What follows belongs to an exercise in optimizing a design on an open flow for small area and few clock cycles; a production flow would make more cautious choices. Only simulation tests tie the RTL to the original design; equivalence was not proved.

==> inputs of run A <==
Design rv_exec_core, start of the top module:
module rv_exec_core (
   input  logic        clk,
   input  logic        arst_n,
   input  logic        inst_valid,
   output logic        inst_ready,
   input  logic [31:0] inst,
   output logic        res_valid,
   input  logic        res_ready,
   output logic [4:0]  res_rd,
   output logic [31:0] res_value,
   output logic        res_illegal
);
==> module ao22n, before the edit <==
module ao22n (
   input  logic [1:0] d,
   input  logic [1:0] s,
   output logic       y_n
);
   assign y_n = !(|(d & s));
endmodule
==> module q_rd_bit, before the edit <==
module q_rd_bit (
   input  logic [4:0] d,
   input  logic [4:0] s,
   output logic       q
);
   logic [1:0] y_n;
   ao222n u0 (.d(d[2:0]), .s(s[2:0]), .y_n(y_n[0]));
   ao22n  u1 (.d(d[4:3]), .s(s[4:3]), .y_n(y_n[1]));
   assign q = !(&y_n);
endmodule
==> module rf_rd_bit_x, before the edit <==
module rf_rd_bit_x (
   input  logic [31:1] d,
   input  logic [31:1] s,
   input  logic        xd,
   input  logic        xs,
   output logic        q
);
   logic [10:0] y_n;
   for (genvar g = 0; g < 10; g++) begin : g_grp
      ao222n u_g (.d(d[3*g+3:3*g+1]), .s(s[3*g+3:3*g+1]), .y_n(y_n[g]));
   end
   ao22n u_last (.d({d[31], xd}), .s({s[31], xs}), .y_n(y_n[10]));
   or11n u_or (.y_n(y_n), .q(q));
endmodule
==> module alu_bit_x, before the edit <==
module alu_bit_x (
   input  logic p, g, c, sr, sl, x,
   input  logic en_p, s_c, s_g, s_r, s_l, s_x,
   output logic y
);
   logic al;
   assign al = (p & en_p) ^ ((c & s_c) | (g & s_g));
   assign y  = al | (sr & s_r) | (sl & s_l) | (x & s_x);
endmodule
==> module alu_bit, before the edit <==
module alu_bit (
   input  logic p, g, c, sr, sl,
   input  logic en_p, s_c, s_g, s_r, s_l,
   output logic y
);
   logic al;
   assign al = (p & en_p) ^ ((c & s_c) | (g & s_g));
   assign y  = al | (sr & s_r) | (sl & s_l);
endmodule
Settings: LEC_CHECK=0, CAP_MARGIN=10, CELL_PAD_IN_SITES_DETAIL_PLACEMENT=0, CELL_PAD_IN_SITES_GLOBAL_PLACEMENT=0, CORE_MARGIN=2, CORE_UTILIZATION=55, CTS_BUF_LIST=sky130_fd_sc_hd__clkbuf_16, CTS_CLUSTER_DIAMETER=100, CTS_CLUSTER_SIZE=30, GPL_TIMING_DRIVEN=0, PLACE_DENSITY=0.65, SLEW_MARGIN=10, SYNTH_HIERARCHICAL=1, SYNTH_MINIMUM_KEEP_SIZE=0; clock period 10.0 ns.
run.sh (not shown) runs the stock make flow with config.mk's settings and CLKGATE_MAP_FILE= SYNTH_SCRIPT=/design/flow/synth_recipe.tcl, a recipe that flattens the netlist after the stock synthesis.
==> run P: changes against run A <==
--- a/flow/design.v
+++ b/flow/design.v
@@ -108,22 +108,14 @@
 );
    assign y_n = !(|(d & s));
 endmodule
-module ao22n (
-   input  logic [1:0] d,
-   input  logic [1:0] s,
-   output logic       y_n
-);
-   assign y_n = !(|(d & s));
-endmodule
 module q_rd_bit (
    input  logic [4:0] d,
    input  logic [4:0] s,
    output logic       q
 );
-   logic [1:0] y_n;
-   ao222n u0 (.d(d[2:0]), .s(s[2:0]), .y_n(y_n[0]));
-   ao22n  u1 (.d(d[4:3]), .s(s[4:3]), .y_n(y_n[1]));
-   assign q = !(&y_n);
+   logic y_n;
+   ao222n u0 (.d(d[2:0]), .s(s[2:0]), .y_n(y_n));
+   assign q = !y_n || (d[3] && s[3]) || (d[4] && s[4]);
 endmodule
 module q_rd #(
    parameter int W = rv_exec_pkg::QW
@@ -141,6 +133,13 @@
    end
 endmodule
 `timescale 1ns/1ps
+module or10x (
+   input  logic [9:0] y_n,
+   input  logic       d0, s0, d1, s1,
+   output logic       q
+);
+   assign q = !(&y_n) || (d0 && s0) || (d1 && s1);
+endmodule
 module or11n (
    input  logic [10:0] y_n,
    output logic        q
@@ -166,12 +165,11 @@
    input  logic        xs,
    output logic        q
 );
-   logic [10:0] y_n;
+   logic [9:0] y_n;
    for (genvar g = 0; g < 10; g++) begin : g_grp
       ao222n u_g (.d(d[3*g+3:3*g+1]), .s(s[3*g+3:3*g+1]), .y_n(y_n[g]));
    end
-   ao22n u_last (.d({d[31], xd}), .s({s[31], xs}), .y_n(y_n[10]));
-   or11n u_or (.y_n(y_n), .q(q));
+   or10x u_or (.y_n(y_n), .d0(d[31]), .s0(s[31]), .d1(xd), .s1(xs), .q(q));
 endmodule
 module rf_rd (
    input  logic [32*31-1:0] d,
@@ -281,18 +279,14 @@
    input  logic en_p, s_c, s_g, s_r, s_l, s_x,
    output logic y
 );
-   logic al;
-   assign al = (p & en_p) ^ ((c & s_c) | (g & s_g));
-   assign y  = al | (sr & s_r) | (sl & s_l) | (x & s_x);
+   assign y = ((p & en_p) ^ (c & s_c)) | (g & s_g) | (sr & s_r) | (sl & s_l) | (x & s_x);
 endmodule
 module alu_bit (
    input  logic p, g, c, sr, sl,
    input  logic en_p, s_c, s_g, s_r, s_l,
    output logic y
 );
-   logic al;
-   assign al = (p & en_p) ^ ((c & s_c) | (g & s_g));
-   assign y  = al | (sr & s_r) | (sl & s_l);
+   assign y = ((p & en_p) ^ (c & s_c)) | (g & s_g) | (sr & s_r) | (sl & s_l);
 endmodule
 module alu (
    input  logic [31:0] a,
==> flow/config.mk (replaced) <==
export PLATFORM = sky130hd
export DESIGN_NAME = rv_exec_core
export DESIGN_NICKNAME = rv_exec_core
export VERILOG_FILES = /design/flow/design.v
export SDC_FILE = /design/flow/constraint.sdc
export NUM_CORES = 4
export LEC_CHECK = 0
export CAP_MARGIN = 12
export CELL_PAD_IN_SITES_DETAIL_PLACEMENT = 0
export CELL_PAD_IN_SITES_GLOBAL_PLACEMENT = 0
export CORE_MARGIN = 2
export CORE_UTILIZATION = 58
export CTS_BUF_LIST = sky130_fd_sc_hd__clkbuf_16
export CTS_CLUSTER_DIAMETER = 90
export CTS_CLUSTER_SIZE = 26
export GPL_TIMING_DRIVEN = 0
export PLACE_DENSITY = 0.68
export SLEW_MARGIN = 12
export SYNTH_HIERARCHICAL = 1
export SYNTH_MINIMUM_KEEP_SIZE = 0
==> run F: changes against run A <==
--- a/flow/design.v
+++ b/flow/design.v
@@ -108,22 +108,14 @@
 );
    assign y_n = !(|(d & s));
 endmodule
-module ao22n (
-   input  logic [1:0] d,
-   input  logic [1:0] s,
-   output logic       y_n
-);
-   assign y_n = !(|(d & s));
-endmodule
 module q_rd_bit (
    input  logic [4:0] d,
    input  logic [4:0] s,
    output logic       q
 );
-   logic [1:0] y_n;
-   ao222n u0 (.d(d[2:0]), .s(s[2:0]), .y_n(y_n[0]));
-   ao22n  u1 (.d(d[4:3]), .s(s[4:3]), .y_n(y_n[1]));
-   assign q = !(&y_n);
+   logic y_n;
+   ao222n u0 (.d(d[2:0]), .s(s[2:0]), .y_n(y_n));
+   assign q = !y_n || (d[3] && s[3]) || (d[4] && s[4]);
 endmodule
 module q_rd #(
    parameter int W = rv_exec_pkg::QW
@@ -141,6 +133,13 @@
    end
 endmodule
 `timescale 1ns/1ps
+module or10x (
+   input  logic [9:0] y_n,
+   input  logic       d0, s0, d1, s1,
+   output logic       q
+);
+   assign q = !(&y_n) || (d0 && s0) || (d1 && s1);
+endmodule
 module or11n (
    input  logic [10:0] y_n,
    output logic        q
@@ -166,12 +165,11 @@
    input  logic        xs,
    output logic        q
 );
-   logic [10:0] y_n;
+   logic [9:0] y_n;
    for (genvar g = 0; g < 10; g++) begin : g_grp
       ao222n u_g (.d(d[3*g+3:3*g+1]), .s(s[3*g+3:3*g+1]), .y_n(y_n[g]));
    end
-   ao22n u_last (.d({d[31], xd}), .s({s[31], xs}), .y_n(y_n[10]));
-   or11n u_or (.y_n(y_n), .q(q));
+   or10x u_or (.y_n(y_n), .d0(d[31]), .s0(s[31]), .d1(xd), .s1(xs), .q(q));
 endmodule
 module rf_rd (
    input  logic [32*31-1:0] d,
@@ -281,18 +279,14 @@
    input  logic en_p, s_c, s_g, s_r, s_l, s_x,
    output logic y
 );
-   logic al;
-   assign al = (p & en_p) ^ ((c & s_c) | (g & s_g));
-   assign y  = al | (sr & s_r) | (sl & s_l) | (x & s_x);
+   assign y = ((p & en_p) ^ (c & s_c)) | (g & s_g) | (sr & s_r) | (sl & s_l) | (x & s_x);
 endmodule
 module alu_bit (
    input  logic p, g, c, sr, sl,
    input  logic en_p, s_c, s_g, s_r, s_l,
    output logic y
 );
-   logic al;
-   assign al = (p & en_p) ^ ((c & s_c) | (g & s_g));
-   assign y  = al | (sr & s_r) | (sl & s_l);
+   assign y = ((p & en_p) ^ (c & s_c)) | (g & s_g) | (sr & s_r) | (sl & s_l);
 endmodule
 module alu (
    input  logic [31:0] a,
==> flow/config.mk (replaced) <==
export PLATFORM = sky130hd
export DESIGN_NAME = rv_exec_core
export DESIGN_NICKNAME = rv_exec_core
export VERILOG_FILES = /design/flow/design.v
export SDC_FILE = /design/flow/constraint.sdc
export NUM_CORES = 4
export LEC_CHECK = 0
export CAP_MARGIN = 15
export CELL_PAD_IN_SITES_DETAIL_PLACEMENT = 0
export CELL_PAD_IN_SITES_GLOBAL_PLACEMENT = 0
export CORE_MARGIN = 2
export CORE_UTILIZATION = 55
export CTS_BUF_LIST = sky130_fd_sc_hd__clkbuf_16
export CTS_CLUSTER_DIAMETER = 90
export CTS_CLUSTER_SIZE = 26
export GPL_TIMING_DRIVEN = 0
export PLACE_DENSITY = 0.65
export SLEW_MARGIN = 12
export SYNTH_HIERARCHICAL = 1
export SYNTH_MINIMUM_KEEP_SIZE = 0
==> run E: changes against run A <==
--- a/flow/design.v
+++ b/flow/design.v
@@ -108,22 +108,14 @@
 );
    assign y_n = !(|(d & s));
 endmodule
-module ao22n (
-   input  logic [1:0] d,
-   input  logic [1:0] s,
-   output logic       y_n
-);
-   assign y_n = !(|(d & s));
-endmodule
 module q_rd_bit (
    input  logic [4:0] d,
    input  logic [4:0] s,
    output logic       q
 );
-   logic [1:0] y_n;
-   ao222n u0 (.d(d[2:0]), .s(s[2:0]), .y_n(y_n[0]));
-   ao22n  u1 (.d(d[4:3]), .s(s[4:3]), .y_n(y_n[1]));
-   assign q = !(&y_n);
+   logic y_n;
+   ao222n u0 (.d(d[2:0]), .s(s[2:0]), .y_n(y_n));
+   assign q = !y_n || (d[3] && s[3]) || (d[4] && s[4]);
 endmodule
 module q_rd #(
    parameter int W = rv_exec_pkg::QW
@@ -141,6 +133,13 @@
    end
 endmodule
 `timescale 1ns/1ps
+module or10x (
+   input  logic [9:0] y_n,
+   input  logic       d0, s0, d1, s1,
+   output logic       q
+);
+   assign q = !(&y_n) || (d0 && s0) || (d1 && s1);
+endmodule
 module or11n (
    input  logic [10:0] y_n,
    output logic        q
@@ -166,12 +165,11 @@
    input  logic        xs,
    output logic        q
 );
-   logic [10:0] y_n;
+   logic [9:0] y_n;
    for (genvar g = 0; g < 10; g++) begin : g_grp
       ao222n u_g (.d(d[3*g+3:3*g+1]), .s(s[3*g+3:3*g+1]), .y_n(y_n[g]));
    end
-   ao22n u_last (.d({d[31], xd}), .s({s[31], xs}), .y_n(y_n[10]));
-   or11n u_or (.y_n(y_n), .q(q));
+   or10x u_or (.y_n(y_n), .d0(d[31]), .s0(s[31]), .d1(xd), .s1(xs), .q(q));
 endmodule
 module rf_rd (
    input  logic [32*31-1:0] d,
@@ -281,18 +279,14 @@
    input  logic en_p, s_c, s_g, s_r, s_l, s_x,
    output logic y
 );
-   logic al;
-   assign al = (p & en_p) ^ ((c & s_c) | (g & s_g));
-   assign y  = al | (sr & s_r) | (sl & s_l) | (x & s_x);
+   assign y = ((p & en_p) ^ (c & s_c)) | (g & s_g) | (sr & s_r) | (sl & s_l) | (x & s_x);
 endmodule
 module alu_bit (
    input  logic p, g, c, sr, sl,
    input  logic en_p, s_c, s_g, s_r, s_l,
    output logic y
 );
-   logic al;
-   assign al = (p & en_p) ^ ((c & s_c) | (g & s_g));
-   assign y  = al | (sr & s_r) | (sl & s_l);
+   assign y = ((p & en_p) ^ (c & s_c)) | (g & s_g) | (sr & s_r) | (sl & s_l);
 endmodule
 module alu (
    input  logic [31:0] a,
==> flow/config.mk (replaced) <==
export PLATFORM = sky130hd
export DESIGN_NAME = rv_exec_core
export DESIGN_NICKNAME = rv_exec_core
export VERILOG_FILES = /design/flow/design.v
export SDC_FILE = /design/flow/constraint.sdc
export NUM_CORES = 4
export LEC_CHECK = 0
export CAP_MARGIN = 15
export CELL_PAD_IN_SITES_DETAIL_PLACEMENT = 0
export CELL_PAD_IN_SITES_GLOBAL_PLACEMENT = 0
export CORE_MARGIN = 2
export CORE_UTILIZATION = 55
export CTS_BUF_LIST = sky130_fd_sc_hd__clkbuf_16
export CTS_CLUSTER_DIAMETER = 90
export CTS_CLUSTER_SIZE = 26
export GPL_TIMING_DRIVEN = 0
export PLACE_DENSITY = 0.65
export SLEW_MARGIN = 15
export SYNTH_HIERARCHICAL = 1
export SYNTH_MINIMUM_KEEP_SIZE = 0
==> results.sh <==
export IMPL_run_status="timing/DRC/antenna clean"
export IMPL_yosysSeqAreaShare_pct=49.0
export IMPL_crit_required_ns=10.61
export IMPL_r2r_setup_slack_ns=0.74
export IMPL_p_int_mw=5.92
export IMPL_cp_max_fo=33
export IMPL_final_period_utilization_pct=92.6
export IMPL_place_congestion=1.03
export IMPL_signal_buffers=214
export IMPL_fin_cells=5663
(the above is from run E)
==> results.sh <==
export IMPL_signal_buffers=198
export IMPL_place_congestion=1.03
export IMPL_r2r_setup_slack_ns=0.55
export IMPL_cp_max_fo=32
export IMPL_final_period_utilization_pct=94.5
export IMPL_so_faults="max-slew violations"
export IMPL_slew_viol_final=3
export IMPL_run_status="finished with violations"
export IMPL_p_int_mw=5.92
export IMPL_grt_use_met2_pct=67.0
(the above is from run F)
==> results.sh <==
export IMPL_run_status="timing/DRC/antenna clean"
export IMPL_signal_buffers=229
export IMPL_p_int_mw=5.79
export IMPL_utilization_pct=63.3
export IMPL_grt_pass1_vias=44506
export IMPL_cp_max_fo=32
export IMPL_yosysSeqAreaShare_pct=48.9
export IMPL_place_congestion=0.991
export IMPL_final_period_utilization_pct=90.0
export IMPL_crit_required_ns=10.57
export IMPL_p_comb_mw=0.158
(the above is from run A)
==> results.sh <==
export IMPL_run_status="finished with violations"
export IMPL_so_faults="max-slew violations"
export IMPL_crit_required_ns=10.58
export IMPL_slew_viol_final=3
export IMPL_yosysSeqAreaShare_pct=49.0
export IMPL_fin_cells=5607
export IMPL_p_int_mw=5.89
export IMPL_place_congestion=1.03
(the above is from run P)
Testbench counts of run A, summed over its fixed seeds: cycles 18,370.
Testbench counts of run P, summed over its fixed seeds: cycles 18,370.
Testbench counts of run F, summed over its fixed seeds: cycles 18,370.
Testbench counts of run E, summed over its fixed seeds: cycles 18,370.

port drivers added, routing unchanged:
How much do the figures lean on ideal ports? The routed layouts below were timed once more, with nothing changed but the port constraints. Step 1, drivers: a clkbuf_16 drives clk and a buf_2 each remaining input, both assumed. Step 2 adds t to the input delays and takes it off the output delays; t is the mean of the earliest and latest rising clock arrival at the registers after step 1. Input paths then give back, and output paths get back, about the clock's delay inside the block. Three values: ideal ports, drivers, drivers and shift; two values: the first two.
run	shift t [ns]	setup slack, ns	worst hold slack (ns)
run A	0.752	1.001 / 1.001 / 1.001	0.493 / 0.493 / 0.493
run P	0.766	0.493 / 0.493 / 0.493	0.487 / 0.487 / 0.487
run F	0.765	0.548 / 0.548 / 0.548	0.489 / 0.489 / 0.489
run E	0.774	0.740 / 0.740 / 0.740	0.488 / 0.488 / 0.488
